Source: an optimization exercise on an open RTL-to-GDS flow (aim: small area, a short achievable clock period and few clock cycles per item). Production flows keep margins and buffers that such runs may drop.
Where RTL was checked, it was by simulation tests only, not by an equivalence proof against the original.
The RTL of runs 1 and 4 was laid out without a check of its function.
Power and IR drop assume default switching activity.

--- flow/design.v ---
package lmfe_pkg;
    localparam int IMG_W      = 128;
    localparam int IMG_H      = 128;
    localparam int WIN        = 7;
    localparam int HALF       = 3;          
    localparam int MEDIAN_IDX = 24;         
    localparam int ROW_SLOTS  = 6;          
    localparam int PEND       = 8;          
    localparam int WR_AT      = PEND;       
    localparam int FIFO_DEPTH = 2;          
    localparam int NEL        = WIN * WIN;  
    localparam int LAG_NEED   = HALF * IMG_W + HALF + 1;
    localparam int LAG_WMAX   = HALF * IMG_W - HALF - 1;
    typedef logic [7:0] pixel_t;
    typedef logic [6:0] col_t;
    typedef logic [2:0] slot_t;
    typedef logic [9:0] lag_t;
endpackage
`timescale 1ns/1ps
module line_buffer (
    input  logic                clk,
    input  logic [5:0]          we,
    input  logic [7:0]          wpix,
    output logic [47:0]         rd           
);
    localparam int RB = lmfe_pkg::IMG_W * 8;
    localparam int WA = lmfe_pkg::WR_AT;
    for (genvar k = 0; k < lmfe_pkg::ROW_SLOTS; k++) begin : g_ring
        logic [RB-1:0] q;                    
        always_ff @(posedge clk) begin
            q <= {q[RB-9:8*WA], (we[k] ? wpix : q[8*WA-1 -: 8]), q[8*WA-9:0], q[RB-1:RB-8]};
        end
        assign rd[8*k +: 8] = q[7:0];
    end
endmodule
`timescale 1ns/1ps
module row_loader (
    input  logic                clk,
    input  logic                reset,
    input  logic                in_en,
    input  lmfe_pkg::pixel_t    Din,
    input  logic                emit,        
    output logic                busy,
    output logic [5:0]          we,
    output logic [7:0]          wpix,
    output lmfe_pkg::col_t      ph,
    output lmfe_pkg::col_t      rc,          
    output lmfe_pkg::lag_t      lag,         
    output logic [7:0]          prd          
);
    localparam int F  = lmfe_pkg::FIFO_DEPTH;
    localparam int AW = 1;                   
    localparam int P  = lmfe_pkg::PEND;
    localparam int PW = 3;                   
    logic [F*8-1:0] fifo;
    logic [AW-1:0]  rptr;
    logic [AW-1:0]  wptr;
    logic [AW:0]    cnt;
    logic [AW:0]    cnt_nxt;
    logic [P*8-1:0] pend;                    
    logic [PW:0]    pcnt;
    lmfe_pkg::col_t lcol;                    
    lmfe_pkg::col_t wcol;                    
    lmfe_pkg::col_t wc7;                     
    lmfe_pkg::lag_t lagw;                    
    logic           rebase;
    logic [2:0]     wring;                   
    logic           take;
    logic           idle;
    logic           ld;
    logic           wr;
    assign take = in_en && !busy;
    assign idle = (lag == '0);
    assign wr   = (pcnt != '0) && (rc == wc7) && (lagw <= lmfe_pkg::lag_t'(lmfe_pkg::LAG_WMAX));
    assign rebase = idle && (cnt != '0);
    assign ld   = (cnt != '0) && (idle || (ph == lcol)) && ((pcnt != (PW+1)'(P)) || wr);
    assign wpix = pend[8*ph[PW-1:0] +: 8];
    assign cnt_nxt = cnt + {{AW{1'b0}}, take} - {{AW{1'b0}}, ld};
    for (genvar k = 0; k < lmfe_pkg::ROW_SLOTS; k++) begin : g_we
        assign we[k] = wr && (wring == 3'(k));
    end
    always_ff @(posedge clk) begin
        if (take) begin
            fifo[8*wptr +: 8] <= Din;
        end
        if (ld) begin
            pend[8*lcol[PW-1:0] +: 8] <= fifo[8*rptr +: 8];
        end
        prd <= ld ? fifo[8*rptr +: 8] : pend[8*ph[PW-1:0] +: 8];
    end
    always_ff @(posedge clk or posedge reset) begin
        if (reset) begin
            rptr  <= '0;
            wptr  <= '0;
            cnt   <= '0;
            busy  <= 1'b0;
            pcnt  <= '0;
            lcol  <= '0;
            wcol  <= '0;
            wc7   <= lmfe_pkg::col_t'(lmfe_pkg::WR_AT - 1);
            wring <= '0;
            ph    <= '0;
            rc    <= '1;
            lag   <= '0;
            lagw  <= '0;
        end else begin
            if (take) begin
                wptr <= wptr + 1'b1;
            end
            if (ld) begin
                rptr <= rptr + 1'b1;
                lcol <= lcol + 1'b1;
            end
            if (wr) begin
                wcol <= wcol + 1'b1;
                wc7  <= wc7 + 1'b1;
                if (wcol == lmfe_pkg::col_t'(lmfe_pkg::IMG_W - 1)) begin
                    wring <= (wring == 3'(lmfe_pkg::ROW_SLOTS - 1)) ? '0 : wring + 1'b1;
                end
            end
            cnt  <= cnt_nxt;
            busy <= (cnt_nxt == (AW+1)'(F));
            pcnt <= pcnt + (PW+1)'(ld) - (PW+1)'(wr);
            ph   <= (rebase ? lcol : ph) + 1'b1;
            rc   <= rebase ? lcol : ph;
            case ({ld, emit})
                2'b10:   lag <= lag + 1'b1;
                2'b01:   lag <= lag - 1'b1;
                default: lag <= lag;
            endcase
            case ({wr, emit})
                2'b10:   lagw <= lagw + 1'b1;
                2'b01:   lagw <= lagw - 1'b1;
                default: lagw <= lagw;
            endcase
        end
    end
endmodule
`timescale 1ns/1ps
module window_scanner (
    input  logic                    clk,
    input  logic                    reset,
    input  lmfe_pkg::col_t          rc,
    input  lmfe_pkg::lag_t          lag,
    input  logic [47:0]             rd,
    input  logic [7:0]              prd,
    output logic [55:0]             col_pix,    
    output logic                    emit        
);
    lmfe_pkg::col_t  xp;                       
    lmfe_pkg::col_t  ecol;                     
    lmfe_pkg::col_t  row;                      
    lmfe_pkg::slot_t top;                      
    logic            tail;
    logic [6:0]      vis;                      
    logic [5:0]      on_adv;                   
    logic [5:0]      on_adv_q;
    logic            p_adv_q;
    logic [5:0]      ring_on;
    logic            p_on;                     
    lmfe_pkg::col_t  row_n;
    lmfe_pkg::slot_t top_n;
    logic            adv;                      
    assign tail = (xp > lmfe_pkg::col_t'(lmfe_pkg::IMG_W - lmfe_pkg::HALF - 1));
    assign emit = (rc == ecol)
               && (tail || (row > lmfe_pkg::col_t'(lmfe_pkg::IMG_H - lmfe_pkg::HALF - 1))
                   || (lag >= lmfe_pkg::lag_t'(lmfe_pkg::LAG_NEED)));
    assign adv  = emit && (xp == lmfe_pkg::col_t'(lmfe_pkg::IMG_W - lmfe_pkg::HALF - 1));
    assign row_n = row + 1'b1;
    assign top_n = (top == lmfe_pkg::slot_t'(lmfe_pkg::ROW_SLOTS - 1)) ? '0 : top + 1'b1;
    always_comb begin
        for (int j = 0; j < lmfe_pkg::WIN; j++) begin
            if (j < lmfe_pkg::HALF) begin
                vis[j] = (row_n >= lmfe_pkg::col_t'(lmfe_pkg::HALF - j));
            end else begin
                vis[j] = (row_n <= lmfe_pkg::col_t'(lmfe_pkg::IMG_H - 1 + lmfe_pkg::HALF - j));
            end
        end
        case (top_n)
            3'd0:    on_adv = vis[5:0];
            3'd1:    on_adv = {vis[4:0], vis[5]};
            3'd2:    on_adv = {vis[3:0], vis[5:4]};
            3'd3:    on_adv = {vis[2:0], vis[5:3]};
            3'd4:    on_adv = {vis[1:0], vis[5:2]};
            default: on_adv = {vis[0], vis[5:1]};
        endcase
    end
    for (genvar k = 0; k < lmfe_pkg::ROW_SLOTS; k++) begin : g_mask
        assign col_pix[8*k +: 8] = rd[8*k +: 8] & {8{ring_on[k]}};
    end
    assign col_pix[55:48] = prd & {8{p_on}};
    always_ff @(posedge clk) begin
        on_adv_q <= on_adv;
        p_adv_q  <= vis[6];
    end
    always_ff @(posedge clk or posedge reset) begin
        if (reset) begin
            xp      <= '0;
            ecol    <= lmfe_pkg::col_t'(lmfe_pkg::HALF);
            row     <= '0;
            top     <= lmfe_pkg::slot_t'(lmfe_pkg::ROW_SLOTS - lmfe_pkg::HALF);
            ring_on <= 6'b000111;              
            p_on    <= 1'b1;
        end else if (emit) begin
            xp   <= xp + 1'b1;
            ecol <= ecol + 1'b1;
            if (adv) begin
                row     <= row_n;
                top     <= top_n;
                ring_on <= on_adv_q;
                p_on    <= p_adv_q;
            end
        end
    end
endmodule
`timescale 1ns/1ps
module median_rank49 (
    input  logic                    clk,
    input  logic                    reset,
    input  logic [55:0]             col_pix,    
    input  logic                    emit,
    input  lmfe_pkg::col_t          rc,
    output lmfe_pkg::pixel_t        Dout,
    output logic                    out_valid
);
    localparam int W  = lmfe_pkg::WIN;
    localparam int NS = 7;                     
    localparam int NX = W + NS - 1;            
    localparam int CB = 8 * W;                 
    logic [CB-1:0] s0, s1, s2, s3, s4, s5, s6;
    logic [CB-1:0] s2_q, s4_q;
    logic          e1, e2;
    assign s0 = col_pix;
    cmp_swap i_cx0_06 (.a(s0[7:0]), .b(s0[55:48]), .lo(s1[7:0]), .hi(s1[55:48]));
    cmp_swap i_cx0_23 (.a(s0[23:16]), .b(s0[31:24]), .lo(s1[23:16]), .hi(s1[31:24]));
    cmp_swap i_cx0_45 (.a(s0[39:32]), .b(s0[47:40]), .lo(s1[39:32]), .hi(s1[47:40]));
    assign s1[15:8] = s0[15:8];
    cmp_swap i_cx1_02 (.a(s1[7:0]), .b(s1[23:16]), .lo(s2[7:0]), .hi(s2[23:16]));
    cmp_swap i_cx1_14 (.a(s1[15:8]), .b(s1[39:32]), .lo(s2[15:8]), .hi(s2[39:32]));
    cmp_swap i_cx1_36 (.a(s1[31:24]), .b(s1[55:48]), .lo(s2[31:24]), .hi(s2[55:48]));
    assign s2[47:40] = s1[47:40];
    cmp_swap i_cx2_01 (.a(s2_q[7:0]), .b(s2_q[15:8]), .lo(s3[7:0]), .hi(s3[15:8]));
    cmp_swap i_cx2_25 (.a(s2_q[23:16]), .b(s2_q[47:40]), .lo(s3[23:16]), .hi(s3[47:40]));
    cmp_swap i_cx2_34 (.a(s2_q[31:24]), .b(s2_q[39:32]), .lo(s3[31:24]), .hi(s3[39:32]));
    assign s3[55:48] = s2_q[55:48];
    cmp_swap i_cx3_12 (.a(s3[15:8]), .b(s3[23:16]), .lo(s4[15:8]), .hi(s4[23:16]));
    cmp_swap i_cx3_46 (.a(s3[39:32]), .b(s3[55:48]), .lo(s4[39:32]), .hi(s4[55:48]));
    assign s4[7:0] = s3[7:0];
    assign s4[31:24] = s3[31:24];
    assign s4[47:40] = s3[47:40];
    cmp_swap i_cx4_23 (.a(s4_q[23:16]), .b(s4_q[31:24]), .lo(s5[23:16]), .hi(s5[31:24]));
    cmp_swap i_cx4_45 (.a(s4_q[39:32]), .b(s4_q[47:40]), .lo(s5[39:32]), .hi(s5[47:40]));
    assign s5[7:0] = s4_q[7:0];
    assign s5[15:8] = s4_q[15:8];
    assign s5[55:48] = s4_q[55:48];
    cmp_swap i_cx5_12 (.a(s5[15:8]), .b(s5[23:16]), .lo(s6[15:8]), .hi(s6[23:16]));
    cmp_swap i_cx5_34 (.a(s5[31:24]), .b(s5[39:32]), .lo(s6[31:24]), .hi(s6[39:32]));
    cmp_swap i_cx5_56 (.a(s5[47:40]), .b(s5[55:48]), .lo(s6[47:40]), .hi(s6[55:48]));
    assign s6[7:0] = s5[7:0];
    logic [3*W-1:0]            tq;             
    logic [8:0]                gnew;           
    logic [W*9-1:0]            xg;             
    logic [NX*CB-1:0]          xd;             
    logic [W-1:0]              colv_q;
    logic                      v0;
    logic [NS*W*3-1:0]         lo_q, hi_q;     
    logic [NS*8-1:0]           m_q;
    logic [NS-1:0]             v_q;
    logic [NS*W*3-1:0]         lo_in, hi_in, g;
    logic [NS*8-1:0]           m_in;
    logic [NS-1:0]             v_in;
    logic [NS*W*7-1:0]         ge;
    logic [NS-1:0]             m;
    logic [3*W*3-1:0]          g0;             
    logic [2:0]                m0;             
    logic [1:0]                top2;           
    logic [W-1:0]              colv;           
    lmfe_pkg::col_t            rc_v;           
    assign rc_v = rc - lmfe_pkg::col_t'(2);
    always_comb begin
        for (int p = 0; p < W; p++) begin
            tq[p]       = s6[8*p + 7] | s6[8*p + 6];
            tq[W + p]   = s6[8*p + 7];
            tq[2*W + p] = s6[8*p + 7] & s6[8*p + 6];
        end
        for (int q = 0; q < 3; q++) begin
            gnew[3*q + 2] = !tq[W*q + 3];
            gnew[3*q + 1] = (!tq[W*q + 1] && tq[W*q + 3]) || !tq[W*q + 5];
            gnew[3*q + 0] = (!tq[W*q + 0] && tq[W*q + 1]) || (!tq[W*q + 2] && tq[W*q + 3])
                         || (!tq[W*q + 4] && tq[W*q + 5]) || !tq[W*q + 6];
        end
        for (int j = 0; j < W; j++) begin
            colv[j] = (rc_v >= lmfe_pkg::col_t'(lmfe_pkg::HALF)) ? (rc_v >= lmfe_pkg::col_t'(j))
                                                                  : (rc_v < lmfe_pkg::col_t'(j));
        end
        for (int q = 0; q < 3; q++) begin
            for (int j = 0; j < W; j++) begin
                g0[3*(W*q+j) +: 3] = colv_q[j] ? xg[9*j + 3*q +: 3] : 3'd7;
            end
        end
        top2[1] = m0[1];
        top2[0] = m0[1] ? m0[2] : m0[0];
        for (int j = 0; j < W; j++) begin
            case (top2)
                2'b00: begin lo_in[3*j +: 3] = colv_q[j] ? 3'd0 : 3'd7; hi_in[3*j +: 3] = g0[3*j +: 3];         end
                2'b01: begin lo_in[3*j +: 3] = g0[3*j +: 3];           hi_in[3*j +: 3] = g0[3*(W+j) +: 3];     end
                2'b10: begin lo_in[3*j +: 3] = g0[3*(W+j) +: 3];       hi_in[3*j +: 3] = g0[3*(2*W+j) +: 3];   end
                default: begin lo_in[3*j +: 3] = g0[3*(2*W+j) +: 3];   hi_in[3*j +: 3] = 3'd7;                 end
            endcase
        end
        m_in[7:0] = {top2, 6'b0};
        v_in[0]   = v0;
        for (int k = 1; k < NS; k++) begin
            lo_in[3*W*k +: 3*W] = lo_q[3*W*(k-1) +: 3*W];
            hi_in[3*W*k +: 3*W] = hi_q[3*W*(k-1) +: 3*W];
            m_in[8*k +: 8]      = m_q[8*(k-1) +: 8];
            v_in[k]             = v_q[k-1];
            for (int j = 0; j < W; j++) begin
                for (int p = 0; p < W; p++) begin
                    ge[W*(W*k+j) + p] = (3'(p) >= hi_in[3*(W*k+j) +: 3])
                                     || ((3'(p) >= lo_in[3*(W*k+j) +: 3]) && xd[CB*(k+j) + 8*p + 6 - k]);
                end
                g[3*(W*k+j) + 2] = !ge[W*(W*k+j) + 3];
                g[3*(W*k+j) + 1] = (!ge[W*(W*k+j) + 1] && ge[W*(W*k+j) + 3]) || !ge[W*(W*k+j) + 5];
                g[3*(W*k+j) + 0] = (!ge[W*(W*k+j) + 0] && ge[W*(W*k+j) + 1])
                                || (!ge[W*(W*k+j) + 2] && ge[W*(W*k+j) + 3])
                                || (!ge[W*(W*k+j) + 4] && ge[W*(W*k+j) + 5])
                                || !ge[W*(W*k+j) + 6];
            end
        end
    end
    for (genvar q = 0; q < 3; q++) begin : g_s0
        sum7_le24 i_sum (.g(g0[3*W*q +: 3*W]), .le(m0[q]));
    end
    for (genvar k = 1; k < NS; k++) begin : g_sk
        sum7_le24 i_sum (.g(g[3*W*k +: 3*W]), .le(m[k]));
    end
    assign m[0] = 1'b0;                        
    always_ff @(posedge clk) begin
        s2_q   <= s2;
        s4_q   <= s4;
        colv_q <= colv;
        xg     <= {xg[(W-1)*9-1:0], gnew};
        xd     <= {xd[(NX-1)*CB-1:0], s6};
        lo_q[3*W-1:0] <= lo_in[3*W-1:0];
        hi_q[3*W-1:0] <= hi_in[3*W-1:0];
        m_q[7:0]      <= m_in[7:0];
        for (int k = 1; k < NS; k++) begin
            lo_q[3*W*k +: 3*W] <= m[k] ? g[3*W*k +: 3*W] : lo_in[3*W*k +: 3*W];
            hi_q[3*W*k +: 3*W] <= m[k] ? hi_in[3*W*k +: 3*W] : g[3*W*k +: 3*W];
            m_q[8*k +: 8]      <= m_in[8*k +: 8] | (8'(m[k]) << (6 - k));
        end
        Dout <= m_in[8*(NS-1) +: 8] | 8'(m[NS-1]);
    end
    always_ff @(posedge clk or posedge reset) begin
        if (reset) begin
            e1        <= 1'b0;
            e2        <= 1'b0;
            v0        <= 1'b0;
            v_q       <= '0;
            out_valid <= 1'b0;
        end else begin
            e1        <= emit;
            e2        <= e1;
            v0        <= e2;
            v_q       <= v_in;
            out_valid <= v_in[NS-1];
        end
    end
endmodule
module sum7_le24 (
    input  logic [20:0] g,                     
    output logic        le
);
    logic [6:0]  s0 [3], s1 [3], s2 [3], s3 [3], s4 [3], s5 [3], s6 [3];
    logic [7:0]  th [3];                       
    logic [7:0]  ca;                           
    int          k;
    always_comb begin
        for (int b = 0; b < 3; b++) begin
            for (int j = 0; j < 7; j++) s0[b][j] = g[3*j + b];
            s1[b] = s0[b];
            {s1[b][0], s1[b][6]} = {s0[b][0] & s0[b][6], s0[b][0] | s0[b][6]};
            {s1[b][2], s1[b][3]} = {s0[b][2] & s0[b][3], s0[b][2] | s0[b][3]};
            {s1[b][4], s1[b][5]} = {s0[b][4] & s0[b][5], s0[b][4] | s0[b][5]};
            s2[b] = s1[b];
            {s2[b][0], s2[b][2]} = {s1[b][0] & s1[b][2], s1[b][0] | s1[b][2]};
            {s2[b][1], s2[b][4]} = {s1[b][1] & s1[b][4], s1[b][1] | s1[b][4]};
            {s2[b][3], s2[b][6]} = {s1[b][3] & s1[b][6], s1[b][3] | s1[b][6]};
            s3[b] = s2[b];
            {s3[b][0], s3[b][1]} = {s2[b][0] & s2[b][1], s2[b][0] | s2[b][1]};
            {s3[b][2], s3[b][5]} = {s2[b][2] & s2[b][5], s2[b][2] | s2[b][5]};
            {s3[b][3], s3[b][4]} = {s2[b][3] & s2[b][4], s2[b][3] | s2[b][4]};
            s4[b] = s3[b];
            {s4[b][1], s4[b][2]} = {s3[b][1] & s3[b][2], s3[b][1] | s3[b][2]};
            {s4[b][4], s4[b][6]} = {s3[b][4] & s3[b][6], s3[b][4] | s3[b][6]};
            s5[b] = s4[b];
            {s5[b][2], s5[b][3]} = {s4[b][2] & s4[b][3], s4[b][2] | s4[b][3]};
            {s5[b][4], s5[b][5]} = {s4[b][4] & s4[b][5], s4[b][4] | s4[b][5]};
            s6[b] = s5[b];
            {s6[b][1], s6[b][2]} = {s5[b][1] & s5[b][2], s5[b][1] | s5[b][2]};
            {s6[b][3], s6[b][4]} = {s5[b][3] & s5[b][4], s5[b][3] | s5[b][4]};
            {s6[b][5], s6[b][6]} = {s5[b][5] & s5[b][6], s5[b][5] | s5[b][6]};
            th[b][0] = 1'b1;
            for (int i = 1; i < 8; i++) th[b][i] = s6[b][7 - i];
        end
        ca[0] = 1'b1;
        for (int a = 1; a < 8; a++) begin
            ca[a] = 1'b1;
            for (int b = 0; b < 8; b++) begin
                k = 24 - 4*a - 2*b;
                if (k < 7) begin
                    ca[a] = ca[a] & !(((b > 0) ? th[1][b] : 1'b1) & ((k >= 0) ? th[0][k + 1] : 1'b1));
                end
            end
        end
        le = 1'b1;
        for (int a = 1; a < 8; a++) le = le & (!th[2][a] | ca[a]);
    end
endmodule
module cmp_swap (
    input  logic [7:0] a,
    input  logic [7:0] b,
    output logic [7:0] lo,
    output logic [7:0] hi
);
    logic [7:0] g1, e1;
    logic [3:0] g2, e2;
    logic [1:0] g3, e3;
    logic       sw;
    always_comb begin
        for (int i = 0; i < 8; i++) begin
            g1[i] = a[i] & ~b[i];
            e1[i] = ~(a[i] ^ b[i]);
        end
        for (int i = 0; i < 4; i++) begin
            g2[i] = g1[2*i+1] | (e1[2*i+1] & g1[2*i]);
            e2[i] = e1[2*i+1] & e1[2*i];
        end
        for (int i = 0; i < 2; i++) begin
            g3[i] = g2[2*i+1] | (e2[2*i+1] & g2[2*i]);
            e3[i] = e2[2*i+1] & e2[2*i];
        end
        sw = g3[1] | (e3[1] & g3[0]);
    end
    assign lo = sw ? b : a;
    assign hi = sw ? a : b;
endmodule
`timescale 1ns/1ps
module lmfe_top (
    input  logic             clk,
    input  logic             reset,
    input  logic             in_en,
    input  lmfe_pkg::pixel_t Din,
    output logic             busy,
    output logic             out_valid,
    output lmfe_pkg::pixel_t Dout
);
    logic [5:0]                we;
    logic [7:0]                wpix;
    lmfe_pkg::col_t            ph;
    lmfe_pkg::lag_t            lag;
    logic [47:0]               rd;
    logic [7:0]                prd;
    logic [55:0]               col_pix;
    logic                      emit;
    lmfe_pkg::col_t            rc;
    row_loader i_loader (
        .clk   (clk),
        .reset (reset),
        .in_en (in_en),
        .Din   (Din),
        .emit  (emit),
        .busy  (busy),
        .we    (we),
        .wpix  (wpix),
        .ph    (ph),
        .rc    (rc),
        .lag   (lag),
        .prd   (prd)
    );
    line_buffer i_lbuf (
        .clk  (clk),
        .we   (we),
        .wpix (wpix),
        .rd   (rd)
    );
    window_scanner i_scan (
        .clk     (clk),
        .reset   (reset),
        .rc      (rc),
        .lag     (lag),
        .rd      (rd),
        .prd     (prd),
        .col_pix (col_pix),
        .emit    (emit)
    );
    median_rank49 i_rank (
        .clk       (clk),
        .reset     (reset),
        .col_pix   (col_pix),
        .emit      (emit),
        .rc        (rc),
        .Dout      (Dout),
        .out_valid (out_valid)
    );
endmodule
--- flow/flow/run.sh ---
#!/bin/bash
# The standard layout (standard.sh, unchanged synthesis), with ORFS's
# repair_timing asked to leave more setup slack than the 15 ns clock needs,
# so that the achieved period shrinks. Gate cloning is off so that no
# register is ever copied. Every port still gets a buffer; buffer_ports is
# only told which buffer cell to use. make's output goes to standard.log
# here; each ORFS step also keeps its own log under orfs/logs/.
set -euo pipefail
cd "$(dirname "$0")/.."
export SETUP_SLACK_MARGIN=10.7
export SKIP_GATE_CLONING=1
export BUFFER_PORTS_ARGS="-buffer_cell sky130_fd_sc_hd__buf_4"
bash standard.sh > standard.log 2>&1
--- flow/standard.sh ---
#!/bin/bash
# synth_recipe.tcl (not shown) runs the flow's synth.tcl, then flattens the netlist and writes it again
# the make line also repeats each setting of config.mk as NAME=value (left out here)
make -C /OpenROAD-flow-scripts/flow DESIGN_CONFIG=/design/flow/config.mk WORK_HOME=/design/flow/orfs CLKGATE_MAP_FILE= SYNTH_SCRIPT=/design/flow/synth_recipe.tcl "${@:-finish}"
--- flow/config.mk ---
export PLATFORM = sky130hd
export DESIGN_NAME = lmfe_top
export DESIGN_NICKNAME = lmfe_top
export VERILOG_FILES = /design/flow/design.v
export SDC_FILE = /design/flow/constraint.sdc
export NUM_CORES = 8
export LEC_CHECK = 0
export ABC_AREA = 1
export CAP_MARGIN = 20
export CELL_PAD_IN_SITES_DETAIL_PLACEMENT = 0
export CELL_PAD_IN_SITES_GLOBAL_PLACEMENT = 1
export CORE_MARGIN = 2
export CORE_UTILIZATION = 55
export CTS_BUF_LIST = sky130_fd_sc_hd__clkbuf_16
export CTS_CLUSTER_DIAMETER = 70
export CTS_CLUSTER_SIZE = 30
export PLACE_DENSITY = 0.68
export SLEW_MARGIN = 20
--- flow/constraint.sdc ---
create_clock -name core_clock -period 15.0 [get_ports {clk}]
set_input_delay 3.0000 -clock core_clock [delete_from_list [all_inputs] [get_ports {clk}]]
set_output_delay 3.0000 -clock core_clock [all_outputs]
set_load 0.01 [all_outputs]
==> impl_metrics.yaml, run 1 <==
outcome:
  status: "no timing/DRC/antenna violations"
drt:
  wl_microns: 294200
  route.detailed.drc: 0
  via_count: 82150
  routedWlPerCell_microns: 16.47
  first_pass_iters: 6
  final_antenna_net_count: 0
  drtIter0Drc: 4927
  vias_per_cell: 4.600
worst_setup_path:
  startpoint_type: "register"
  crit_path_end_kind: "primary output"
  path_cells: "buf_6"
  cp_data_required_time_ps: 12000
  cp.arrival_ps: 1450
  critPathKind: "reg2out"
  cp_max_fo: 1
  max_stage_delay_ps: 400
  critPathTopFamily: "flip-flops"
  cp_num_buf_inv: 1
  crit_path_top_delay_cell: "dfrtp_1"
yosys:
  ys.flop_type: "dfxtp_1"
  synthCells: 13390
  async_flop_share: 0.01488
  avgSynthCellArea_sq_um: 13.06
  yosysWarnings: 14
  ys_ff_latch: 7257
  syn_area_sq_mm: 0.1749
  seq_area_frac_synth: 0.8386
  syn_nets: 13570
  synth_cell_types: 61
  synth-edff-count: 80
clocking:
  cts_tree: "yes"
  clock_latency_ps: 940
  cts.sinks: 7257
  clkTransAtPathRegs_ps: 100
  ctsHtreeMaxLevel: 5
  cts_hold_buf: 0
  ctsLongestPathBuffers: 4
  cts_buffers: 306
  cts.root.buffer_cell: "clkbuf_16"
placed_design:
  io_buffers: 20
  gp_congestion: 0.8739
  hpwl_microns: 203100
grt:
  track_usage: 0.1795
  first_global_vias: 80410
  grt_pass1_wl_microns: 454300
  grt_max_degree: 67
  antenna_found_initial: 18
  gr-total-overflow: 0
power_and_ir_drop:
  swShare: 0.2291
  power_leakage_uw: 0.07974
  p_seq_frac: 0.640
  combPwrFrac: 0.051
  power_switching_uw: 7213
  powerDensity_mw_per_mm2: 166.3
  pwr-share-clk: 0.309
  internal_power_uw: 24270
  ir_drop_uv: 137.0
sta:
  fmax_mhz: 224.7
  maxSlewHeadroom: 0.3587
  tns_ps: 0
  fin_crit_sh: 0.2967
  rsz0062_at_grt: "true"
  period_minus_slack_ps: 4450
  skew_ps: 76.59
  final_hold_viol_count: 0
  tightest_slew_ps: 959.6
  drv_slew: 0
  finalSetupViolCount: 0
run:
  drv_cap: 0
final_layout:
  drive_above_1_share: 0.04396
  final_cell_mix: "7061 x dfxtp_1, 2236 x nand2_1, 849 x inv_1"
  layout.nets: 13750
  final_util: 0.5966
  layout_commonest_cell: "dfxtp_1"
  syn_to_final_growth_pct: 8.250
floorplanning:
  core_sq_mm: 0.3173
  start_util: 0.5511
  die_x_microns: 567.9
  row_count: 207
  dieHeight_microns: 567.9
  io_pins: 21
  die_area_sq_mm: 0.3225
min_path:
  hold_class: "reg2reg"
[timing repair]
item,4_1_cts,5_1_grt
resized for setup,54,44
pin swaps,0,4
setup buffers,0,14
endpoints found under the setup margin,83,293
[through the flow]
stage	std cells	hold slack (ps)	setup WS [ps]	total power (uW)	cell area, sq um
2_1_floorplan	13390	309.6	10710	21440	174900
3_3_place_gp	17430	309.5	9918	22200	179600
3_5_place_dp	17430	312.1	10260	22210	179600
4_1_cts	17840	287.2	10460	31810	189000
5_1_grt	17860	278.9	10440	32690	189300
6_report	17860	293.6	10550	31480	189300
[worst reg2reg max path, stage by stage, from the launching register on]
cell,delay (ps)
dfxtp_1,430
inv_1,80
nand2_1,60
nand2_1,210
nand3_1,190
nand3_1,90
nor2_1,380
nand4_1,200
nor2_1,190
nand2_1,120
inv_1,90
nand2_1,50
a21oi_1,150
nand3_2,590
nor2_4,660
clkbuf_16,300
nand2_1,60
nand2_1,80
[flip-flops by register name, indices dropped and copies added, names as in the netlist, 8 cells and up, named ones only]
name	count
i_loader.lag	10
i_rank.xd	441
i_rank.lo_q	126
i_loader.lagw	10
i_rank.s4_q	56
i_lbuf.g_ring.q	6144
i_rank.m_q	27
i_loader.pend	64
i_rank.xg	63
i_rank.s2_q	56
i_rank.Dout	8
i_loader.prd	8
i_rank.hi_q	126
[cell families (layout without fill, tap and decap cells)]
| group | count (synthesis) | in the layout | share of synthesized area |
|---|---|---|---|
| flip-flops | 7257 | 7257 | 0.8386 |
| AND/OR/NAND/NOR | 3840 | 3840 | 0.09074 |
| buffers and inverters | 1074 | 1353 | 0.02404 |
| AO/OA/AOI/OAI | 976 | 976 | 0.03065 |
| adder cells (fa/ha/maj) | 164 | 164 | 0.01186 |
| XOR/XNOR | 72 | 72 | 0.003606 |
| multiplexers | 8 | 8 | 0.0004580 |
| other | 1 | 10 | 0.00002145 |
[synth_stat cells (all sizes together) (3+ instances only)]
cell type / number / share of area
dfrtp: 90 / 0.013
o2111ai: 4 / 0.00020
mux2i: 8 / 0.00046
nand3: 620 / 0.018
ha: 161 / 0.012
nor2: 727 / 0.016
a21boi: 3 / 0.00013
nor4: 11 / 0.00043
o22ai: 38 / 0.0014
dfxtp: 7069 / 0.81
xnor2: 27 / 0.0014
nor3: 28 / 0.00083
clkinv: 11 / 0.00024
dfstp: 18 / 0.0027
a211oi: 12 / 0.00052
edfxtp: 80 / 0.014
or2: 32 / 0.0011
nand2: 2257 / 0.049
a31oi: 6 / 0.00021
o21ai: 591 / 0.017
and2: 10 / 0.00036
o211ai: 25 / 0.0011
xor2: 45 / 0.0023
inv: 872 / 0.019
o21bai: 49 / 0.0021
buf: 80 / 0.0027
nand3b: 19 / 0.00082
and3: 4 / 0.00014
o31ai: 17 / 0.00073
a21o: 5 / 0.00021
nand4: 131 / 0.0047
a21oi: 206 / 0.0061
fa: 3 / 0.00034
clkbuf: 111 / 0.0024
o21a: 11 / 0.00047
a221oi: 3 / 0.00015
[area by class of cell]
| type | instances | area (sq um) |
|---|---|---|
| clock buffer | 310 | 7757 |
| tap | 4180 | 5230 |
| clock inverter | 97 | 1538 |
| timing repair buffer | 63 | 595.6 |
| fill | 24560 | 128000 |
| multi-input combinational | 5061 | 24160 |
| sequential | 7257 | 146700 |
| inverter | 883 | 3329 |
| antenna | 9 | 22.52 |
[power by group through the flow]
stage | clock, uW | sequential, uW | combinational, uW
after floorplan | 0 | 20500 | 988
after global placement | 0 | 20600 | 1600
after detailed placement | 0 | 20600 | 1600
after CTS | 10000 | 20200 | 1610
after global routing | 10700 | 20200 | 1770
final | 9720 | 20200 | 1600
[per-layer routing]
layer  track usage  share of wire
met3       0.02350          0.035
met1        0.2575           0.50
met5             0       0.000027
met2        0.2848           0.44
met4       0.05414          0.030
[worst paths after layout]
kind,start,endpoint,slack [ps],depth (start not counted)
min reg2reg,i_lbuf.g_ring[5].q[382],i_lbuf.g_ring[5].q[390],290,0
max reg2reg,i_rank.lo_q[20],i_rank.lo_q[37],11010,17
min in group asynchronous,reset,i_loader.lag[2],2350,3
min,i_lbuf.g_ring[5].q[382],i_lbuf.g_ring[5].q[390],290,0
max in group asynchronous,reset,i_loader.lcol[0],11300,4
max,i_rank.out_valid,out_valid,10550,1
==> run 2, diff against run 1 <==
--- a/flow/design.v
+++ b/flow/design.v
@@ -44,5 +44,4 @@
     output logic [5:0]          we,
     output logic [7:0]          wpix,
-    output lmfe_pkg::col_t      ph,
     output lmfe_pkg::col_t      rc,          
     output lmfe_pkg::lag_t      lag,         
@@ -63,4 +62,5 @@
     lmfe_pkg::col_t wcol;                    
     lmfe_pkg::col_t wc7;                     
+    lmfe_pkg::col_t ph;                      
     lmfe_pkg::lag_t lagw;                    
     logic           rebase;
@@ -70,4 +70,5 @@
     logic           ld;
     logic           wr;
+    assign ph   = rc + 1'b1;
     assign take = in_en && !busy;
     assign idle = (lag == '0);
@@ -100,5 +101,4 @@
             wc7   <= lmfe_pkg::col_t'(lmfe_pkg::WR_AT - 1);
             wring <= '0;
-            ph    <= '0;
             rc    <= '1;
             lag   <= '0;
@@ -122,5 +122,4 @@
             busy <= (cnt_nxt == (AW+1)'(F));
             pcnt <= pcnt + (PW+1)'(ld) - (PW+1)'(wr);
-            ph   <= (rebase ? lcol : ph) + 1'b1;
             rc   <= rebase ? lcol : ph;
             case ({ld, emit})
@@ -148,5 +147,4 @@
     output logic                    emit        
 );
-    lmfe_pkg::col_t  xp;                       
     lmfe_pkg::col_t  ecol;                     
     lmfe_pkg::col_t  row;                      
@@ -155,6 +153,4 @@
     logic [6:0]      vis;                      
     logic [5:0]      on_adv;                   
-    logic [5:0]      on_adv_q;
-    logic            p_adv_q;
     logic [5:0]      ring_on;
     logic            p_on;                     
@@ -162,9 +158,9 @@
     lmfe_pkg::slot_t top_n;
     logic            adv;                      
-    assign tail = (xp > lmfe_pkg::col_t'(lmfe_pkg::IMG_W - lmfe_pkg::HALF - 1));
+    assign tail = (ecol < lmfe_pkg::col_t'(lmfe_pkg::HALF));
     assign emit = (rc == ecol)
                && (tail || (row > lmfe_pkg::col_t'(lmfe_pkg::IMG_H - lmfe_pkg::HALF - 1))
                    || (lag >= lmfe_pkg::lag_t'(lmfe_pkg::LAG_NEED)));
-    assign adv  = emit && (xp == lmfe_pkg::col_t'(lmfe_pkg::IMG_W - lmfe_pkg::HALF - 1));
+    assign adv  = emit && (ecol == lmfe_pkg::col_t'(lmfe_pkg::IMG_W - 1));
     assign row_n = row + 1'b1;
     assign top_n = (top == lmfe_pkg::slot_t'(lmfe_pkg::ROW_SLOTS - 1)) ? '0 : top + 1'b1;
@@ -190,11 +186,6 @@
     end
     assign col_pix[55:48] = prd & {8{p_on}};
-    always_ff @(posedge clk) begin
-        on_adv_q <= on_adv;
-        p_adv_q  <= vis[6];
-    end
     always_ff @(posedge clk or posedge reset) begin
         if (reset) begin
-            xp      <= '0;
             ecol    <= lmfe_pkg::col_t'(lmfe_pkg::HALF);
             row     <= '0;
@@ -203,11 +194,10 @@
             p_on    <= 1'b1;
         end else if (emit) begin
-            xp   <= xp + 1'b1;
             ecol <= ecol + 1'b1;
             if (adv) begin
                 row     <= row_n;
                 top     <= top_n;
-                ring_on <= on_adv_q;
-                p_on    <= p_adv_q;
+                ring_on <= on_adv;
+                p_on    <= vis[6];
             end
         end
@@ -459,5 +449,4 @@
     logic [5:0]                we;
     logic [7:0]                wpix;
-    lmfe_pkg::col_t            ph;
     lmfe_pkg::lag_t            lag;
     logic [47:0]               rd;
@@ -475,5 +464,4 @@
         .we    (we),
         .wpix  (wpix),
-        .ph    (ph),
         .rc    (rc),
         .lag   (lag),
==> run 2 against run 1 <==
Critical path depth unchanged. Area after synthesis decreased by 0.18%. Maximum frequency decreased by 0.94%. Critical endpoint unchanged. Largest power group unchanged. Sequential share of layout area decreased by 0.13 points. Still clean on timing, DRC and antenna. Synthesized cell count decreased by 0.34%. Core utilization increased by 0.29 points. Clock power increased by 0.8%. Critical path type unchanged. Power decreased by 1.1%. Register-to-register slack about the same. Wire length decreased by 3.3%. First-iteration DRC count increased by 6.2%. Global-route usage decreased by 0.51 points.
==> impl_metrics.yaml, run 2 <==
placed_design:
  hpwl_microns: 189400
  io_buffers: 20
  gp_congestion: 0.8686
drt:
  routedWlPerCell_microns: 16.00
  wl_microns: 284600
  final_antenna_net_count: 0
  vias_per_cell: 4.624
  via_count: 82250
  first_pass_iters: 7
  drtIter0Drc: 5232
  route.detailed.drc: 0
worst_setup_path:
  crit_path_top_delay_cell: "dfrtp_2"
  cp_data_required_time_ps: 12000
  critPathKind: "reg2out"
  crit_cells: 1
  cp_max_fo: 1
  path_cells: "buf_6"
  crit_path_end_kind: "primary output"
  cp_num_buf_inv: 1
  rr_worst_depth: 17
  max_stage_delay_ps: 460
  startpoint_type: "register"
  cp.arrival_ps: 1490
  critPathTopFamily: "flip-flops"
floorplanning:
  die_x_microns: 567.3
  dieHeight_microns: 567.3
  die_area_sq_mm: 0.3219
  core_sq_mm: 0.3152
  row_count: 206
  io_pins: 21
  start_util: 0.5537
yosys:
  synth-edff-count: 80
  yosysWarnings: 14
  async_flop_share: 0.01299
  ys_ff_latch: 7236
  syn_nets: 13520
  yosys-top-cells-count: "7062 x dfxtp_1, 2263 x nand2_1, 799 x inv_1, 743 x nand3_1, 661 x nor2_1"
  syn_area_sq_mm: 0.1745
  synth_top_area_cell: "dfxtp_1"
  ys.flop_type: "dfxtp_1"
  synthCells: 13350
  synth_top_area_share: 0.8100
  avgSynthCellArea_sq_um: 13.08
  synth_cell_types: 63
  yosysMostFrequentCell: "dfxtp_1"
  ys_top_cells_by_area: "dfxtp_1 81%, nand2_1 4.9%, nand3_1 2.1%"
  seq_area_frac_synth: 0.8374
grt:
  antenna_found_initial: 19
  grt_max_degree: 68
  grt_pass1_wl_microns: 446200
  first_global_vias: 80450
  gr-total-overflow: 0
  track_usage: 0.1744
sta:
  final_hold_viol_count: 0
  period_minus_slack_ps: 4493
  tns_ps: 0
  fmax_mhz: 222.6
  finalSetupViolCount: 0
  fin_crit_sh: 0.2995
  tightest_slew_ps: 1136
  drv_slew: 0
  maxSlewHeadroom: 0.2346
  skew_ps: 56.01
  rsz0062_at_grt: "true"
clocking:
  clkTransAtPathRegs_ps: 100
  cts_tree: "yes"
  ctsLongestPathBuffers: 4
  cts_buffers: 308
  cts.sinks: 7236
  clock_latency_ps: 930
  cts.root.buffer_cell: "clkbuf_16"
  ctsHtreeMaxLevel: 5
final_layout:
  syn_to_final_growth_pct: 8.275
  regArea_sq_mm: 0.1462
  regMostFlops: "i_lbuf.g_ring.q"
  final_cell_mix: "7054 x dfxtp_1, 2245 x nand2_1, 801 x inv_1"
  largest_reg_flops: 6144
  layout.nets: 13700
  fill_cells: 24230
  drive_above_1_share: 0.04823
  layout_commonest_cell: "dfxtp_1"
  multiInputGateArea_sq_mm: 0.02434
  final_util: 0.5995
  largest_registers: "i_lbuf.g_ring.q: 6144 flops, i_rank.xd: 441 flops"
power_and_ir_drop:
  swShare: 0.2287
  power_switching_uw: 7122
  internal_power_uw: 24010
  power_leakage_uw: 0.07969
  combPwrFrac: 0.048
  power_uw: 31130
  p_seq_frac: 0.637
  ir_drop_uv: 150.1
  pwr-share-clk: 0.315
  powerDensity_mw_per_mm2: 164.7
run:
  drv_cap: 0
outcome:
  status: "no timing/DRC/antenna violations"
min_path:
  hold_class: "reg2reg"
  holdPathStages: 0
-- run 2: cell families after synthesis --
group           count (synthesis)  share of synthesized area
flops                        7236                     0.8374
compound gates                896                    0.02832
simple gates                 3914                    0.09372
mux                            17                   0.001039
buf+inv                      1054                    0.02443
fa+ha+maj                     164                    0.01189
other cells                     1                 0.00002149
xor+xnor                       64                   0.003211
-- run 2: what timing repair did --
action | 4_1_cts | 5_1_grt
setup buffers | 7 | 10
resized for setup | 38 | 52
cloned | 0 | 0
hold buffers | 0 | 0
pin swaps | 0 | 4
endpoints found under the setup margin | 152 | 267
-- run 2: per-layer routing --
| metal | wire (microns) | GRT usage |
|---|---|---|
| met1 | 142200 | 0.2536 |
| met2 | 124200 | 0.2748 |
| met3 | 10030 | 0.01956 |
| met4 | 8165 | 0.05358 |
| met5 | 0 | 0 |
-- run 2: final timing paths --
kind / startpoint / endpoint / slack (ps)
setup / recovery: i_rank.out_valid / out_valid / 10510
hold / removal: i_lbuf.g_ring[3].q[441] / i_lbuf.g_ring[3].q[449] / 290
setup reg to reg: i_rank.lo_q[86] / i_rank.lo_q[116] / 11000
hold reg to reg: i_lbuf.g_ring[3].q[441] / i_lbuf.g_ring[3].q[449] / 290
max in group asynchronous: reset / i_scan.ring_on[3] / 11330
min in group asynchronous: reset / i_loader.lag[9] / 2160
-- run 2: per-stage QoR --
step	instances	setup WS [ps]	hold slack (ps)	area, sq um
6_report	17790	10510	292.8	189000
5_1_grt	17780	10440	297.4	189000
4_1_cts	17770	10400	285.2	188700
3_5_place_dp	17360	9517	312.1	179100
3_3_place_gp	17360	9417	309.5	179100
2_1_floorplan	13350	10730	309.6	174600
-- run 2: area by class of cell --
cell class | instances | area share
inverters | 860 | 0.01718
clock buffers | 310 | 0.04105
flip-flops and latches | 7236 | 0.7735
repair buffers | 63 | 0.002993
multi-input cells | 5056 | 0.1288
diodes | 7 | 0.00009269
well taps | 4160 | 0.02754
clock inverters | 96 | 0.008892
-- run 2: power by group through the flow --
stage,Clock (uW),Combinational [uW],Sequential (uW)
2_1_floorplan,0,914,20200
3_3_place_gp,0,1420,20300
3_5_place_dp,0,1430,20300
4_1_cts,10100,1480,19800
5_1_grt,10800,1670,19900
6_report,9800,1500,19800
Testbench counts of run 2, summed over its fixed seeds: cycles 99,498, frames 6.
==> run 3, diff against run 2 <==
==> flow/run.sh (new file) <==
#!/bin/bash
# synth_recipe.tcl (not shown) runs the flow's synth.tcl, then flattens the netlist and writes it again
# the make line also repeats each setting of config.mk as NAME=value (left out here)
make -C /OpenROAD-flow-scripts/flow DESIGN_CONFIG=/design/flow/config.mk WORK_HOME=/design/flow/orfs CLKGATE_MAP_FILE= SYNTH_SCRIPT=/design/flow/synth_recipe.tcl finish
--- a/flow/config.mk
+++ b/flow/config.mk
@@ -6,5 +6,5 @@
 export NUM_CORES = 8
 export LEC_CHECK = 0
-export ABC_AREA = 1
+export ABC_CLOCK_PERIOD_IN_PS = 4000
 export CAP_MARGIN = 20
 export CELL_PAD_IN_SITES_DETAIL_PLACEMENT = 0
@@ -13,6 +13,7 @@
 export CORE_UTILIZATION = 55
 export CTS_BUF_LIST = sky130_fd_sc_hd__clkbuf_16
-export CTS_CLUSTER_DIAMETER = 70
-export CTS_CLUSTER_SIZE = 30
+export CTS_CLUSTER_DIAMETER = 100
+export CTS_CLUSTER_SIZE = 25
 export PLACE_DENSITY = 0.68
+export SETUP_SLACK_MARGIN = 5
 export SLEW_MARGIN = 20
removed: flow/flow/run.sh
removed: flow/standard.sh
==> run 3 against run 2 <==
Die area is 0.33% higher. Critical path type is now reg2reg. Sequential cell count unchanged. Wire length up 0.42%. Largest cell class unchanged.
==> impl_metrics.yaml, run 3 <==
placed_design:
  hpwl_microns: 191500
  io_buffers: 20
  place_area_sq_mm: 0.1802
  gp_congestion: 0.8641
grt:
  use_met3: 0.02003
  antenna_found_initial: 18
  track_usage: 0.1739
  grt_pass1_wl_microns: 444200
  first_global_vias: 77650
  use_met1: 0.2684
  gr-total-overflow: 0
  grt_max_degree: 70
  grtUsageMet2: 0.2574
  grt-busiest-layer: "met1"
power_and_ir_drop:
  power_leakage_uw: 0.07572
  ir_drop_uv: 144.9
  powerDensity_mw_per_mm2: 162.2
yosys:
  synth_cell_types: 114
  ys_top_cells_by_area: "dfxtp_1 81%, edfxtp_1 1.4%, nand2_1 1.2%"
  ys.flop_type: "dfxtp_1"
  synthAdderAreaFrac: 0.01465
  seq_area_frac_synth: 0.8346
  yosysMostFrequentCell: "dfxtp_1"
  yosys-top-cells-count: "7062 x dfxtp_1, 575 x nand2_1, 357 x o21ai_0, 342 x a21oi_1, 320 x nor2_1"
  ys_ff_latch: 7236
  async_flop_share: 0.01299
  syn_area_sq_mm: 0.1751
  synth_xor_area_frac: 0.004301
  synth_compound_area_frac: 0.05857
  syn_nets: 11910
  synthCells: 11740
  synth_top_area_share: 0.8073
  synth_top_area_cell: "dfxtp_1"
  synth_top_family_by_area: "compound AO/OA/AOI/OAI gates"
  synth-edff-count: 80
  yosysWarnings: 14
  avgSynthCellArea_sq_um: 14.92
  synthSimpleGateAreaFrac: 0.05054
  synth_mux_area_frac: 0.02596
drt:
  first_pass_iters: 6
  final_antenna_net_count: 0
  route.detailed.drc: 0
  drtIter0Drc: 5383
  wl_microns: 285700
  routedWlPerCell_microns: 17.64
  vias_per_cell: 4.895
  via_count: 79300
final_layout:
  largest_registers: "i_lbuf.g_ring.q: 6144 flops, i_rank.xd: 441 flops"
  multiInputGateArea_sq_mm: 0.02708
  largest_reg_flops: 6144
  final_util: 0.5962
  final_area_sq_mm: 0.1893
  layout.nets: 12120
  layout_commonest_cell: "dfxtp_1"
  regArea_sq_mm: 0.1462
  regMostFlops: "i_lbuf.g_ring.q"
  syn_to_final_growth_pct: 8.104
  final_cell_mix: "7062 x dfxtp_1, 575 x nand2_1, 356 x o21ai_0"
  fill_cells: 23730
  drive_above_1_share: 0.06136
floorplanning:
  dieHeight_microns: 568.3
  row_count: 207
  start_util: 0.5515
  io_pins: 21
  die_area_sq_mm: 0.3229
  core_sq_mm: 0.3175
  die_x_microns: 568.3
clocking:
  post_cts_resized: 0
  ctsLongestPathBuffers: 4
  ctsHtreeMaxLevel: 5
  cts_hold_buf: 0
  clkTransAtPathRegs_ps: 100
  clock_latency_ps: 930
  cts.root.buffer_cell: "clkbuf_16"
  cts_buffers: 332
  cts_tree: "yes"
  post_cts_buffers: 0
  cts.sinks: 7236
run:
  drv_cap: 0
sta:
  tightest_slew_ps: 1082
  rsz0062_at_grt: "false"
  period_minus_slack_ps: 6104
  fmax_mhz: 163.8
  skew_ps: 71.23
  finalSetupViolCount: 0
  tns_ps: 0
  fin_crit_sh: 0.4069
  maxSlewHeadroom: 0.2786
  drv_slew: 0
  final_hold_viol_count: 0
outcome:
  status: "no timing/DRC/antenna violations"
worst_setup_path:
  rr_worst_depth: 19
  startpoint_type: "register"
  cp.arrival_ps: 6900
  crit_path_end_kind: "register"
  cp_data_required_time_ps: 15800
  critPathKind: "reg2reg"
  cp_max_fo: 28
min_path:
  holdPathStages: 0
  hold_class: "reg2reg"
[run 3: cell count changes after synthesis, moves of 50 or more]
cell and delta:
o21ai_0 -143, mux2i_1 +184, nor3_1 +85, nand2_1 -1688, a21oi_1 +159, nor2_1 -341
inv_1 -487, mux2_2 +108, a31oi_1 +72, nor2b_1 +124, a22oi_1 +50, nand3_1 -578
nand2b_1 +101
[run 3: layout make-up]
cell class                 instances  share of cell area
timing repair buffer              69            0.003126
tap                             4180             0.02763
sequential                      7236              0.7720
antenna                            9           0.0001190
clock buffer                     336             0.04441
inverter                         314            0.006239
clock inverter                    61            0.003417
multi-input combinational       3995              0.1430
[run 3: worst paths after layout]
kind / startpoint / end / slack [ps]
min in group asynchronous: reset / i_rank.e2 / 2450
hold reg to reg: i_lbuf.g_ring[1].q[204] / i_lbuf.g_ring[1].q[212] / 290
setup reg to reg: i_loader.rc[0] / i_loader.lag[9] / 8900
hold / removal: i_lbuf.g_ring[1].q[204] / i_lbuf.g_ring[1].q[212] / 290
max in group asynchronous: reset / i_scan.ring_on[3] / 11260
setup / recovery: i_loader.rc[0] / i_loader.lag[9] / 8900
[run 3: critical path, cell delays in order, from the launching register on]
cell and delay (ps):
dfstp_2 1060, inv_1 140, ha_1 800, xor2_1 240, nor4_1 90, a41oi_1 200
a311o_1 730, ha_1 590, ha_1 320, a21o_1 170, a21oi_1 240, o21ai_0 120
a21oi_1 260, o21bai_1 120, a21oi_1 240, o21bai_1 100, a21oi_1 190, xnor2_1 140
nor2_1 60, xor2_1 160
[run 3: metal layers]
layer  wire length (microns)  vias to the layer above
li1                        -                    39400
met1                  148700                    37810
met2                  118700                     1626
met3                   11100                      465
met4                    7267                        0
met5                       0                        -
[run 3: logic make-up after synthesis]
logic type                 Yosys count
and+or+nand+nor                   1770
muxes                              397
other                                1
adders and majority gates          213
AOI/OAI and AO/OA                 1528
DFF                               7236
xor gates and xnor gates            86
buffers and inverters              504
[run 3: power by group]
group	internal, uW	switching [uW]
combinational	472	722
sequential	19500	387
clock	4100	5480
total	24100	6590
[run 3: stage by stage]
stage | hold slack, ps | setup WS [ps] | power, uW | std cells
after floorplan | 309.6 | 9581 | 20980 | 11740
after global placement | 309.5 | 8476 | 21530 | 15790
after detailed placement | 312.1 | 8748 | 21560 | 15790
after CTS | 275.6 | 8748 | 31040 | 16190
after global routing | 277.4 | 8298 | 31860 | 16190
final | 285.4 | 8896 | 30700 | 16200
==> run 4, diff against run 3 <==
--- a/flow/design.v
+++ b/flow/design.v
@@ -8,5 +8,5 @@
     localparam int PEND       = 8;          
     localparam int WR_AT      = PEND;       
-    localparam int FIFO_DEPTH = 2;          
+    localparam int FIFO_DEPTH = 4;          
     localparam int NEL        = WIN * WIN;  
     localparam int LAG_NEED   = HALF * IMG_W + HALF + 1;
@@ -44,4 +44,5 @@
     output logic [5:0]          we,
     output logic [7:0]          wpix,
+    output lmfe_pkg::col_t      ph,
     output lmfe_pkg::col_t      rc,          
     output lmfe_pkg::lag_t      lag,         
@@ -49,5 +50,5 @@
 );
     localparam int F  = lmfe_pkg::FIFO_DEPTH;
-    localparam int AW = 1;                   
+    localparam int AW = 2;                   
     localparam int P  = lmfe_pkg::PEND;
     localparam int PW = 3;                   
@@ -62,5 +63,4 @@
     lmfe_pkg::col_t wcol;                    
     lmfe_pkg::col_t wc7;                     
-    lmfe_pkg::col_t ph;                      
     lmfe_pkg::lag_t lagw;                    
     logic           rebase;
@@ -70,5 +70,4 @@
     logic           ld;
     logic           wr;
-    assign ph   = rc + 1'b1;
     assign take = in_en && !busy;
     assign idle = (lag == '0);
@@ -101,4 +100,5 @@
             wc7   <= lmfe_pkg::col_t'(lmfe_pkg::WR_AT - 1);
             wring <= '0;
+            ph    <= '0;
             rc    <= '1;
             lag   <= '0;
@@ -120,6 +120,7 @@
             end
             cnt  <= cnt_nxt;
-            busy <= (cnt_nxt == (AW+1)'(F));
+            busy <= ((cnt + (AW+1)'(take)) == (AW+1)'(F));
             pcnt <= pcnt + (PW+1)'(ld) - (PW+1)'(wr);
+            ph   <= (rebase ? lcol : ph) + 1'b1;
             rc   <= rebase ? lcol : ph;
             case ({ld, emit})
@@ -147,4 +148,5 @@
     output logic                    emit        
 );
+    lmfe_pkg::col_t  xp;                       
     lmfe_pkg::col_t  ecol;                     
     lmfe_pkg::col_t  row;                      
@@ -153,4 +155,6 @@
     logic [6:0]      vis;                      
     logic [5:0]      on_adv;                   
+    logic [5:0]      on_adv_q;
+    logic            p_adv_q;
     logic [5:0]      ring_on;
     logic            p_on;                     
@@ -158,9 +162,9 @@
     lmfe_pkg::slot_t top_n;
     logic            adv;                      
-    assign tail = (ecol < lmfe_pkg::col_t'(lmfe_pkg::HALF));
+    assign tail = (xp > lmfe_pkg::col_t'(lmfe_pkg::IMG_W - lmfe_pkg::HALF - 1));
     assign emit = (rc == ecol)
                && (tail || (row > lmfe_pkg::col_t'(lmfe_pkg::IMG_H - lmfe_pkg::HALF - 1))
                    || (lag >= lmfe_pkg::lag_t'(lmfe_pkg::LAG_NEED)));
-    assign adv  = emit && (ecol == lmfe_pkg::col_t'(lmfe_pkg::IMG_W - 1));
+    assign adv  = emit && (xp == lmfe_pkg::col_t'(lmfe_pkg::IMG_W - lmfe_pkg::HALF - 1));
     assign row_n = row + 1'b1;
     assign top_n = (top == lmfe_pkg::slot_t'(lmfe_pkg::ROW_SLOTS - 1)) ? '0 : top + 1'b1;
@@ -186,6 +190,11 @@
     end
     assign col_pix[55:48] = prd & {8{p_on}};
+    always_ff @(posedge clk) begin
+        on_adv_q <= on_adv;
+        p_adv_q  <= vis[6];
+    end
     always_ff @(posedge clk or posedge reset) begin
         if (reset) begin
+            xp      <= '0;
             ecol    <= lmfe_pkg::col_t'(lmfe_pkg::HALF);
             row     <= '0;
@@ -194,10 +203,11 @@
             p_on    <= 1'b1;
         end else if (emit) begin
+            xp   <= xp + 1'b1;
             ecol <= ecol + 1'b1;
             if (adv) begin
                 row     <= row_n;
                 top     <= top_n;
-                ring_on <= on_adv;
-                p_on    <= vis[6];
+                ring_on <= on_adv_q;
+                p_on    <= p_adv_q;
             end
         end
@@ -219,6 +229,6 @@
     localparam int CB = 8 * W;                 
     logic [CB-1:0] s0, s1, s2, s3, s4, s5, s6;
-    logic [CB-1:0] s2_q, s4_q;
-    logic          e1, e2;
+    logic [CB-1:0] s3_q;
+    logic          e1;
     assign s0 = col_pix;
     cmp_swap i_cx0_06 (.a(s0[7:0]), .b(s0[55:48]), .lo(s1[7:0]), .hi(s1[55:48]));
@@ -230,18 +240,18 @@
     cmp_swap i_cx1_36 (.a(s1[31:24]), .b(s1[55:48]), .lo(s2[31:24]), .hi(s2[55:48]));
     assign s2[47:40] = s1[47:40];
-    cmp_swap i_cx2_01 (.a(s2_q[7:0]), .b(s2_q[15:8]), .lo(s3[7:0]), .hi(s3[15:8]));
-    cmp_swap i_cx2_25 (.a(s2_q[23:16]), .b(s2_q[47:40]), .lo(s3[23:16]), .hi(s3[47:40]));
-    cmp_swap i_cx2_34 (.a(s2_q[31:24]), .b(s2_q[39:32]), .lo(s3[31:24]), .hi(s3[39:32]));
-    assign s3[55:48] = s2_q[55:48];
-    cmp_swap i_cx3_12 (.a(s3[15:8]), .b(s3[23:16]), .lo(s4[15:8]), .hi(s4[23:16]));
-    cmp_swap i_cx3_46 (.a(s3[39:32]), .b(s3[55:48]), .lo(s4[39:32]), .hi(s4[55:48]));
-    assign s4[7:0] = s3[7:0];
-    assign s4[31:24] = s3[31:24];
-    assign s4[47:40] = s3[47:40];
-    cmp_swap i_cx4_23 (.a(s4_q[23:16]), .b(s4_q[31:24]), .lo(s5[23:16]), .hi(s5[31:24]));
-    cmp_swap i_cx4_45 (.a(s4_q[39:32]), .b(s4_q[47:40]), .lo(s5[39:32]), .hi(s5[47:40]));
-    assign s5[7:0] = s4_q[7:0];
-    assign s5[15:8] = s4_q[15:8];
-    assign s5[55:48] = s4_q[55:48];
+    cmp_swap i_cx2_01 (.a(s2[7:0]), .b(s2[15:8]), .lo(s3[7:0]), .hi(s3[15:8]));
+    cmp_swap i_cx2_25 (.a(s2[23:16]), .b(s2[47:40]), .lo(s3[23:16]), .hi(s3[47:40]));
+    cmp_swap i_cx2_34 (.a(s2[31:24]), .b(s2[39:32]), .lo(s3[31:24]), .hi(s3[39:32]));
+    assign s3[55:48] = s2[55:48];
+    cmp_swap i_cx3_12 (.a(s3_q[15:8]), .b(s3_q[23:16]), .lo(s4[15:8]), .hi(s4[23:16]));
+    cmp_swap i_cx3_46 (.a(s3_q[39:32]), .b(s3_q[55:48]), .lo(s4[39:32]), .hi(s4[55:48]));
+    assign s4[7:0] = s3_q[7:0];
+    assign s4[31:24] = s3_q[31:24];
+    assign s4[47:40] = s3_q[47:40];
+    cmp_swap i_cx4_23 (.a(s4[23:16]), .b(s4[31:24]), .lo(s5[23:16]), .hi(s5[31:24]));
+    cmp_swap i_cx4_45 (.a(s4[39:32]), .b(s4[47:40]), .lo(s5[39:32]), .hi(s5[47:40]));
+    assign s5[7:0] = s4[7:0];
+    assign s5[15:8] = s4[15:8];
+    assign s5[55:48] = s4[55:48];
     cmp_swap i_cx5_12 (.a(s5[15:8]), .b(s5[23:16]), .lo(s6[15:8]), .hi(s6[23:16]));
     cmp_swap i_cx5_34 (.a(s5[31:24]), .b(s5[39:32]), .lo(s6[31:24]), .hi(s6[39:32]));
@@ -267,5 +277,5 @@
     logic [W-1:0]              colv;           
     lmfe_pkg::col_t            rc_v;           
-    assign rc_v = rc - lmfe_pkg::col_t'(2);
+    assign rc_v = rc - lmfe_pkg::col_t'(1);
     always_comb begin
         for (int p = 0; p < W; p++) begin
@@ -328,6 +338,5 @@
     assign m[0] = 1'b0;                        
     always_ff @(posedge clk) begin
-        s2_q   <= s2;
-        s4_q   <= s4;
+        s3_q   <= s3;
         colv_q <= colv;
         xg     <= {xg[(W-1)*9-1:0], gnew};
@@ -346,5 +355,4 @@
         if (reset) begin
             e1        <= 1'b0;
-            e2        <= 1'b0;
             v0        <= 1'b0;
             v_q       <= '0;
@@ -352,6 +360,5 @@
         end else begin
             e1        <= emit;
-            e2        <= e1;
-            v0        <= e2;
+            v0        <= e1;
             v_q       <= v_in;
             out_valid <= v_in[NS-1];
@@ -449,4 +456,5 @@
     logic [5:0]                we;
     logic [7:0]                wpix;
+    lmfe_pkg::col_t            ph;
     lmfe_pkg::lag_t            lag;
     logic [47:0]               rd;
@@ -464,4 +472,5 @@
         .we    (we),
         .wpix  (wpix),
+        .ph    (ph),
         .rc    (rc),
         .lag   (lag),
==> flow/flow/run.sh (new file) <==
#!/bin/bash
# The standard layout (standard.sh, unchanged synthesis), with ORFS's
# repair_timing asked to leave more setup slack than the 15 ns clock needs,
# so that the achieved period shrinks. Gate cloning is off so that no
# register is ever copied. Every port still gets a buffer; buffer_ports is
# only told which buffer cell to use. make's output goes to standard.log
# here; each ORFS step also keeps its own log under orfs/logs/.
set -euo pipefail
cd "$(dirname "$0")/.."
export SETUP_SLACK_MARGIN=10.7
export SKIP_GATE_CLONING=1
export BUFFER_PORTS_ARGS="-buffer_cell sky130_fd_sc_hd__buf_4"
bash standard.sh > standard.log 2>&1
==> flow/standard.sh (new file) <==
#!/bin/bash
# synth_recipe.tcl (not shown) runs the flow's synth.tcl, then flattens the netlist and writes it again
# the make line also repeats each setting of config.mk as NAME=value (left out here)
make -C /OpenROAD-flow-scripts/flow DESIGN_CONFIG=/design/flow/config.mk WORK_HOME=/design/flow/orfs CLKGATE_MAP_FILE= SYNTH_SCRIPT=/design/flow/synth_recipe.tcl "${@:-finish}"
--- a/flow/config.mk
+++ b/flow/config.mk
@@ -6,5 +6,5 @@
 export NUM_CORES = 8
 export LEC_CHECK = 0
-export ABC_CLOCK_PERIOD_IN_PS = 4000
+export ABC_AREA = 1
 export CAP_MARGIN = 20
 export CELL_PAD_IN_SITES_DETAIL_PLACEMENT = 0
@@ -16,4 +16,3 @@
 export CTS_CLUSTER_SIZE = 25
 export PLACE_DENSITY = 0.68
-export SETUP_SLACK_MARGIN = 5
 export SLEW_MARGIN = 20
removed: flow/run.sh
==> run 4 against run 3 <==
Combinational power rose by 34%. Global-route usage rose by 0.90 points. Clock-buffer cell count rose by 1. Design area rose by 1.3%. Power rose by 2.3%. Area after synthesis fell by 1.2%. Core utilization rose by 1.8 points.
==> impl_metrics.yaml, run 4 <==
outcome:
  status: "no timing/DRC/antenna violations"
yosys:
  syn_area_sq_mm: 0.1731
  ys_ff_latch: 7219
  synth_xor_area_frac: 0.003138
  synth_cell_types: 72
  ys_top_cells_by_area: "dfxtp_1 81%, nand2_1 4.1%, edfxtp_1 1.7%"
  synthCells: 12900
  synth_top_area_share: 0.8112
  synth_mux_area_frac: 0.00005784
  synth-edff-count: 96
  synth_top_area_cell: "dfxtp_1"
  yosysMostFrequentCell: "dfxtp_1"
  synth_top_family_by_area: "simple AND/OR/NAND/NOR gates"
  syn_nets: 13080
  ys.flop_type: "dfxtp_1"
  yosysWarnings: 14
  avgSynthCellArea_sq_um: 13.41
  async_flop_share: 0.01524
  synth_compound_area_frac: 0.03953
  synthAdderAreaFrac: 0.01220
  seq_area_frac_synth: 0.8439
  yosys-top-cells-count: "7013 x dfxtp_1, 1894 x nand2_1, 766 x inv_1, 620 x nor2_1, 538 x o21ai_0"
  synthSimpleGateAreaFrac: 0.07866
floorplanning:
  start_util: 0.5539
  row_count: 205
  dieHeight_microns: 564.9
  die_x_microns: 564.9
  die_area_sq_mm: 0.3192
  core_sq_mm: 0.3124
  io_pins: 21
sta:
  fmax_mhz: 223.9
  tns_ps: 0
  skew_ps: 67.22
  period_minus_slack_ps: 4466
  drv_slew: 0
  fin_crit_sh: 0.2977
  finalSetupViolCount: 0
  tightest_slew_ps: 1110
  rsz0062_at_grt: "true"
  maxSlewHeadroom: 0.2525
  final_hold_viol_count: 0
clocking:
  clkTransAtPathRegs_ps: 100
  ctsHtreeMaxLevel: 5
  cts.sinks: 7219
  cts_tree: "yes"
  cts_buffers: 332
  cts.root.buffer_cell: "clkbuf_16"
  ctsLongestPathBuffers: 4
  clock_latency_ps: 940
final_layout:
  largest_reg_flops: 6144
  largest_registers: "i_lbuf.g_ring.q: 6144 flops, i_rank.xd: 441 flops"
  layout.nets: 13490
  final_cell_mix: "6994 x dfxtp_1, 1766 x nand2_1, 751 x inv_1"
  layout_commonest_cell: "dfxtp_1"
  drive_above_1_share: 0.09089
  regMostFlops: "i_lbuf.g_ring.q"
  syn_to_final_growth_pct: 10.83
  final_area_sq_mm: 0.1918
  fill_cells: 23650
placed_design:
  gp_congestion: 0.8771
  io_buffers: 20
  hpwl_microns: 198000
  place_area_sq_mm: 0.1780
worst_setup_path:
  cp_data_required_time_ps: 15850
  critPathKind: "reg2reg"
  startpoint_type: "register"
  timing.rr.start: "i_scan.ring_on[5]"
  cp.arrival_ps: 5320
  crit_path_end_kind: "register"
  cpMostUsedCell: "buf_4"
  crit_path_top_delay_cell: "dfrtp_4"
  cp_max_fo: 8
  rr_worst_depth: 28
  max_stage_delay_ps: 550
  rrSetupSlack_ps: 10530
  reg2reg_to: "i_rank.s3_q[26]"
grt:
  track_usage: 0.1828
  gr-total-overflow: 0
  antenna_found_initial: 28
  grt_pass1_wl_microns: 457000
  grt_max_degree: 63
  first_global_vias: 81200
power_and_ir_drop:
  powerDensity_mw_per_mm2: 163.8
  power_uw: 31410
  ir_drop_uv: 136.0
  power_leakage_uw: 0.07981
drt:
  wl_microns: 296400
  route.detailed.drc: 0
  vias_per_cell: 4.671
  final_antenna_net_count: 0
  first_pass_iters: 6
  drtIter0Drc: 5218
  routedWlPerCell_microns: 16.90
  via_count: 81940
min_path:
  holdPathStages: 0
  min_delay_worst_endpoint: "i_lbuf.g_ring[1].q[161]"
  hold_class: "reg2reg"
  hp-start: "i_lbuf.g_ring[1].q[153]"
run:
  drv_cap: 0
run 4: changes by cell type in the layout (fill, tap and decap cells not counted), sizes merged, moves of 101 or more:
cell | before | now
nand2 | 575 | 1906
inv | 353 | 819
buf | 49 | 253
mux2i | 192 | 1
nand2b | 101 | 0
o21ai | 364 | 585
nor2 | 321 | 625
mux2 | 189 | 0
nand3 | 167 | 513
nor2b | 124 | 0
run 4: layout make-up:
| type | count | area (sq um) | area share |
|---|---|---|---|
| clock inverter | 66 | 818.3 | 0.004266 |
| clock buffer | 337 | 8433 | 0.04397 |
| inverter | 796 | 3063 | 0.01597 |
| tap | 4140 | 5180 | 0.02701 |
| timing repair buffer | 253 | 2416 | 0.01260 |
| antenna | 22 | 55.05 | 0.0002870 |
| sequential | 7219 | 146100 | 0.7617 |
| multi-input combinational | 4708 | 25740 | 0.1342 |
run 4: cells by family after synthesis:
family / count (synthesis)
other cells: 1
flops: 7219
fa+ha+maj: 167
simple gates: 3279
buf+inv: 977
compound gates: 1198
mux: 1
xor+xnor: 62
run 4: power breakdown:
| group | switching (uW) | internal [uW] | total [uW] |
|---|---|---|---|
| sequential | 317 | 19900 | 20200 |
| combinational | 1180 | 422 | 1600 |
| clock | 5510 | 4140 | 9650 |
run 4: critical path, delay by kind of cell, from the launching register on:
family / cells / cell delay [ps]
flops: 1 / 550
buf+inv: 15 / 1850
compound gates: 6 / 1200
simple gates: 5 / 390
fa+ha+maj: 2 / 410
run 4: worst max path at each step:
stage,slack [ps],depth (start not counted),to,from
2_1_floorplan,10610,28,i_rank.s3_q[11],i_scan.ring_on[5]
3_3_place_gp,8440,22,i_rank.xd[26],i_rank.s3_q[49]
3_5_place_dp,8370,20,i_rank.s3_q[9],i_scan.ring_on[5]
4_1_cts,10460,1,busy,i_loader.busy
5_1_grt,10330,31,i_rank.s3_q[10],i_scan.ring_on[5]
6_report,10530,28,i_rank.s3_q[26],i_scan.ring_on[5]
run 4: layer usage:
| metal | share of wire | up-vias | global-route usage |
|---|---|---|---|
| met4 | 0.033 | 2 | 0.06436 |
| li1 | - | 41450 | - |
| met3 | 0.034 | 476 | 0.02129 |
| met5 | 0.000051 | - | 0 |
| met2 | 0.45 | 1456 | 0.2949 |
| met1 | 0.48 | 38560 | 0.2562 |
run 4: timing repair:
item,4_1_cts,5_1_grt
pin swaps,69,142
resized for setup,342,373
buffers inserted,127,85
cloned,0,0
endpoints found under the setup margin,208,284
hold buffers,0,0
run 4: metrics by stage:
stage / setup slack [ps] / hold WS (ps) / util / std cells
after floorplan: 10610 / 309.6 / - / 12900
final: 10530 / 273.9 / 0.6139 / 17540
after detailed placement: 8366 / 312.1 / 0.5699 / 16900
after global routing: 10330 / 271.1 / 0.6139 / 17540
after global placement: 8437 / 309.5 / 0.5698 / 16900
after CTS: 10460 / 259.1 / 0.6064 / 17430

-- separate check: timing with driven ports --
The flow's constraints put no driver on any port. The routed layouts listed below were extracted and timed again, unchanged, in two steps. Step 1, drivers: a clkbuf_16 drives clk and a buf_2 each remaining input, both assumed. Step 2 times the ports against the registers' clock, not the clock port: input delays grow and output delays shrink by t, the midpoint of the rising clock arrivals with the driver on. Slacks: ideal ports / drivers / drivers and shift; pairs: ideal ports / drivers.
run | t (ns) | setup slack, ns | worst hold slack (ns)
run 1 | 0.999 | 10.550 / 10.453 / 10.380 | 0.294 / 0.294 / 0.294
run 2 | 1.006 | 10.508 / 10.410 / 10.393 | 0.293 / 0.293 / 0.293
run 3 | 0.987 | 8.896 / 8.896 / 8.896 | 0.285 / 0.285 / 0.285
run 4 | 0.999 | 10.534 / 10.461 / 10.193 | 0.274 / 0.274 / 0.274
After both steps setup and hold are still met in every run listed. For run 4, which loses most, drivers alone change the setup slack by -0.073 ns; drivers and shift together by -0.341 ns. Setup slack includes reset recovery checks.
